From an optimization exercise on the open Yosys and OpenROAD flow, aimed at small area; shortcuts taken in it are not production practice. Only simulation tests tie the RTL to the original design; equivalence was not proved.

==> flow/design.v <==
package rf_pkg;
   localparam int RF_WORD_W = 32;                  
   localparam int RF_ADD_W  = 5;                   
   localparam int RF_BIT_W  = 5;                   
   localparam int RF_CNT_W  = 16;                  
   localparam int RF_REGS   = 32;                  
   typedef logic [RF_WORD_W-1:0] rf_word;
   typedef logic [RF_ADD_W-1:0]  rf_add;
   typedef logic [RF_BIT_W-1:0]  rf_bit;
   typedef logic [RF_CNT_W-1:0]  rf_cnt;
   localparam rf_add RF_ZERO = rf_add'(0);         
endpackage
module see_insert
#(
   parameter bit CNT_EN = 1'b1                     
) (
   input  logic   s_clk_i,                         
   input  logic   arst_n_i,                        
   input  logic   inj_i,                           
   input  rf_pkg::rf_add  inj_add_i,               
   input  rf_pkg::rf_bit  inj_bit_i,               
   output logic [rf_pkg::RF_REGS-1:1] upset_row_o,  
   output rf_pkg::rf_word flip_bit_o,              
   output rf_pkg::rf_cnt  upset_cnt_o              
);
   logic   inj_hit;                                
   assign inj_hit    = inj_i && (inj_add_i != rf_pkg::RF_ZERO);
   assign flip_bit_o = rf_pkg::rf_word'(1) << inj_bit_i;     
   for (genvar i = 1; i < rf_pkg::RF_REGS; i++) begin : g_row
      assign upset_row_o[i] = arst_n_i && inj_i && (inj_add_i == rf_pkg::rf_add'(i));
   end
   if (CNT_EN) begin : g_cnt
      rf_pkg::rf_cnt cnt_q;                        
      always_ff @(posedge s_clk_i or negedge arst_n_i) begin
         if (!arst_n_i) begin
            cnt_q <= '0;
         end else if (inj_hit) begin
            cnt_q <= cnt_q + rf_pkg::rf_cnt'(1);   
         end
      end
      assign upset_cnt_o = cnt_q;
   end else begin : g_no_cnt
      assign upset_cnt_o = '0;                     
   end
endmodule
module register_file
(
   input  logic   s_clk_i,                         
   input  logic   arst_n_i,                        
   input  logic   wb_we_i,                         
   input  rf_pkg::rf_add  wb_add_i,                
   input  rf_pkg::rf_word wb_val_i,                
   input  logic [rf_pkg::RF_REGS-1:1] upset_row_i,  
   input  rf_pkg::rf_word flip_bit_i,              
   input  logic   inj_i,                           
   input  rf_pkg::rf_add  inj_add_i,               
   input  rf_pkg::rf_add  p1_add_i,                
   output rf_pkg::rf_word p1_val_o,                
   input  rf_pkg::rf_add  p2_add_i,                
   output rf_pkg::rf_word p2_val_o                 
);
   logic [rf_pkg::RF_REGS-1:1][rf_pkg::RF_WORD_W-1:0] regs_q;      
   logic [rf_pkg::RF_REGS-1:1] load, hold;         
   logic [rf_pkg::RF_REGS-1:1] sel1, sel2;         
   rf_pkg::rf_word wr_val_n;                       
   logic   same;                                   
   for (genvar i = 1; i < rf_pkg::RF_REGS; i++) begin : g_load
      assign load[i] = !arst_n_i || (wb_we_i && (wb_add_i == rf_pkg::rf_add'(i)));
      assign hold[i] = !load[i];
   end
   assign same     = inj_i && (inj_add_i == wb_add_i);
   assign wr_val_n = ~(arst_n_i ? (wb_val_i ^ (same ? flip_bit_i : '0)) : '0);
   for (genvar i = 1; i < rf_pkg::RF_REGS; i++) begin : g_row
      for (genvar j = 0; j < rf_pkg::RF_WORD_W; j++) begin : g_bit
         rf_cell cell_i (
            .s_clk_i    (s_clk_i),
            .load_i     (load[i]),
            .hold_i     (hold[i]),
            .wr_val_n_i (wr_val_n[j]),
            .flip_i     (upset_row_i[i]),
            .flip_bit_i (flip_bit_i[j]),
            .q_o        (regs_q[i][j])
         );
      end
   end
   for (genvar i = 1; i < rf_pkg::RF_REGS; i++) begin : g_sel
      assign sel1[i] = arst_n_i && (p1_add_i == rf_pkg::rf_add'(i));
      assign sel2[i] = arst_n_i && (p2_add_i == rf_pkg::rf_add'(i));
   end
   for (genvar j = 0; j < rf_pkg::RF_WORD_W; j++) begin : g_rd
      logic [rf_pkg::RF_REGS-1:1] col;             
      for (genvar i = 1; i < rf_pkg::RF_REGS; i++) begin : g_col
         assign col[i] = regs_q[i][j];
      end
      rf_rd_bit rd1_i (.sel_i(sel1), .d_i(col), .y_o(p1_val_o[j]));
      rf_rd_bit rd2_i (.sel_i(sel2), .d_i(col), .y_o(p2_val_o[j]));
   end
endmodule
module rf_cell
(
   input  logic   s_clk_i,                         
   input  logic   load_i,                          
   input  logic   hold_i,                          
   input  logic   wr_val_n_i,                      
   input  logic   flip_i,                          
   input  logic   flip_bit_i,                      
   output logic   q_o                              
);
   logic hold_n;                                   
   logic d;                                        
   rf_flip flip_u (.q_i(q_o), .row_i(flip_i), .col_i(flip_bit_i), .hold_n_o(hold_n));
   rf_oai22 sel_u (.a0_i(hold_i), .a1_i(wr_val_n_i), .b0_i(load_i), .b1_i(hold_n), .y_o(d));
   always_ff @(posedge s_clk_i) begin
      q_o <= d;
   end
endmodule
module rf_flip
(
   input  logic   q_i,
   input  logic   row_i,
   input  logic   col_i,
   output logic   hold_n_o
);
   assign hold_n_o = ~(q_i ^ (row_i & col_i));
endmodule
module rf_oai22
(
   input  logic   a0_i, a1_i, b0_i, b1_i,
   output logic   y_o
);
   assign y_o = ~((a0_i | a1_i) & (b0_i | b1_i));
endmodule
module rf_aoi222
(
   input  logic   a0_i, a1_i, b0_i, b1_i, c0_i, c1_i,
   output logic   y_o
);
   assign y_o = ~((a0_i & a1_i) | (b0_i & b1_i) | (c0_i & c1_i));
endmodule
module rf_rd_bit
(
   input  logic [rf_pkg::RF_REGS-1:1] sel_i,       
   input  logic [rf_pkg::RF_REGS-1:1] d_i,         
   output logic   y_o                              
);
   logic [10:0] t_n;                               
   for (genvar k = 0; k < 10; k++) begin : g_grp
      rf_aoi222 aoi_i (
         .a0_i (sel_i[3*k+1]), .a1_i (d_i[3*k+1]),
         .b0_i (sel_i[3*k+2]), .b1_i (d_i[3*k+2]),
         .c0_i (sel_i[3*k+3]), .c1_i (d_i[3*k+3]),
         .y_o  (t_n[k])
      );
   end
   assign t_n[10] = ~(sel_i[31] & d_i[31]);
   assign y_o = ~&t_n;
endmodule
module rf_top
#(
   parameter bit CNT_EN = 1'b1                     
) (
   input  logic   s_clk_i,                         
   input  logic   arst_n_i,                        
   input  logic   wb_we_i,                         
   input  rf_pkg::rf_add  wb_add_i,                
   input  rf_pkg::rf_word wb_val_i,                
   input  rf_pkg::rf_add  p1_add_i,                
   output rf_pkg::rf_word p1_val_o,                
   input  rf_pkg::rf_add  p2_add_i,                
   output rf_pkg::rf_word p2_val_o,                
   input  logic   inj_i,                           
   input  rf_pkg::rf_add  inj_add_i,               
   input  rf_pkg::rf_bit  inj_bit_i,               
   output rf_pkg::rf_cnt  upset_cnt_o              
);
   logic [rf_pkg::RF_REGS-1:1] upset_row;          
   rf_pkg::rf_word             flip_bit;           
   see_insert #(
      .CNT_EN       (CNT_EN)
   ) see_i (
      .s_clk_i      (s_clk_i),
      .arst_n_i     (arst_n_i),
      .inj_i        (inj_i),
      .inj_add_i    (inj_add_i),
      .inj_bit_i    (inj_bit_i),
      .upset_row_o  (upset_row),
      .flip_bit_o   (flip_bit),
      .upset_cnt_o  (upset_cnt_o)
   );
   register_file rf_i (
      .s_clk_i      (s_clk_i),
      .arst_n_i     (arst_n_i),
      .wb_we_i      (wb_we_i),
      .wb_add_i     (wb_add_i),
      .wb_val_i     (wb_val_i),
      .upset_row_i  (upset_row),
      .flip_bit_i   (flip_bit),
      .inj_i        (inj_i),
      .inj_add_i    (inj_add_i),
      .p1_add_i     (p1_add_i),
      .p1_val_o     (p1_val_o),
      .p2_add_i     (p2_add_i),
      .p2_val_o     (p2_val_o)
   );
endmodule
Settings: LEC_CHECK=0, CAP_MARGIN=20, CELL_PAD_IN_SITES_DETAIL_PLACEMENT=1, CELL_PAD_IN_SITES_GLOBAL_PLACEMENT=1, CORE_MARGIN=2, CORE_UTILIZATION=35, CTS_CLUSTER_DIAMETER=80, CTS_CLUSTER_SIZE=24, SETUP_SLACK_MARGIN=0.2, SLEW_MARGIN=20, SYNTH_HIERARCHICAL=1, BUFFER_PORTS_ARGS=-buffer_cell sky130_fd_sc_hd__buf_2; clock period 5.5 ns.
standard.sh (not shown) runs the stock make flow with config.mk's settings and CLKGATE_MAP_FILE= SYNTH_SCRIPT=/design/flow/synth_recipe.tcl, a recipe that flattens the netlist after the stock synthesis.
==> flow/flow/run.sh <==
#!/bin/bash
# Own flow: the standard layout, with the port buffers made of plain buffers
# (sky130_fd_sc_hd__buf_2) in place of the delay cell buffer_ports would pick.
set -euo pipefail
cd "$(dirname "${BASH_SOURCE[0]}")/.."
echo 'export BUFFER_PORTS_ARGS = -buffer_cell sky130_fd_sc_hd__buf_2' >> config.mk
bash standard.sh > standard.log 2>&1
Edit:
==> flow/flow/run.sh (replaced) <==
#!/bin/bash
# Own flow: the standard layout (bash standard.sh) with two changes to how it is made:
#  - the port buffers are plain buffers (sky130_fd_sc_hd__buf_2) in place of the delay
#    cell that buffer_ports picks by itself;
#  - clock tree synthesis uses clkbuf_8, clusters up to 16 flip-flops within 60 um per
#    leaf buffer, and inserts no dummy loads.
# ORFS writes each step's full log under orfs/logs/; standard.sh's own output goes to
# standard.log here.
set -euo pipefail
cd "$(dirname "${BASH_SOURCE[0]}")/.."
cat >> config.mk <<'EOC'
export BUFFER_PORTS_ARGS = -buffer_cell sky130_fd_sc_hd__buf_2
export CTS_ARGS = -sink_clustering_enable -repair_clock_nets -sink_clustering_size 16 -sink_clustering_max_diameter 60 -dont_use_dummy_load -buf_list sky130_fd_sc_hd__clkbuf_8
EOC
bash standard.sh > standard.log 2>&1
Settings changed: CTS_ARGS from default to -sink_clustering_enable -repair_clock_nets -sink_clustering_size 16 -sink_clustering_max_diameter 60 -dont_use_dummy_load -buf_list sky130_fd_sc_hd__clkbuf_8, CTS_CLUSTER_DIAMETER 80 to default, CTS_CLUSTER_SIZE 24 to default, PLACE_DENSITY from default to 0.7.
Result: With this change the flow finished but failed the layout checks on negative setup slack; setup slack loses 280 ps; first-iteration DRC count grows by 6.4%; synthesized area does not change; clock skew barely changes; clock-buffer cell count is higher by 29.

==> port drivers added, routing unchanged <==
The flow's constraints put no driver on any port. The routed layouts listed below were extracted and timed again, unchanged, in two steps. Step 1, drivers: a clkbuf_16 drives s_clk_i and a buf_2 each remaining input, both assumed. Step 2 times the ports against the registers' clock, not the clock port: input delays grow and output delays shrink by t, the midpoint of the rising clock arrivals with the driver on. Slacks: no drivers / after step 1 / after step 2; pairs: no drivers / after step 1.
run | t, ns | setup WS [ns] | hold WS [ns] | clock arrival spread, ns | worst data-port slew with drivers (ns)
the first run | 0.787 | 0.227 / 0.203 / 0.203 | 0.476 / 0.476 / 0.476 | 0.059 / 0.059 | 0.11
the second run | 0.947 | -0.055 / -0.081 / -0.081 | 0.484 / 0.472 / 0.484 | 0.157 / 0.156 | 0.12
The setup slack of the second run, which loses most, moves by -0.026 ns with the drivers and by -0.026 ns with both steps.
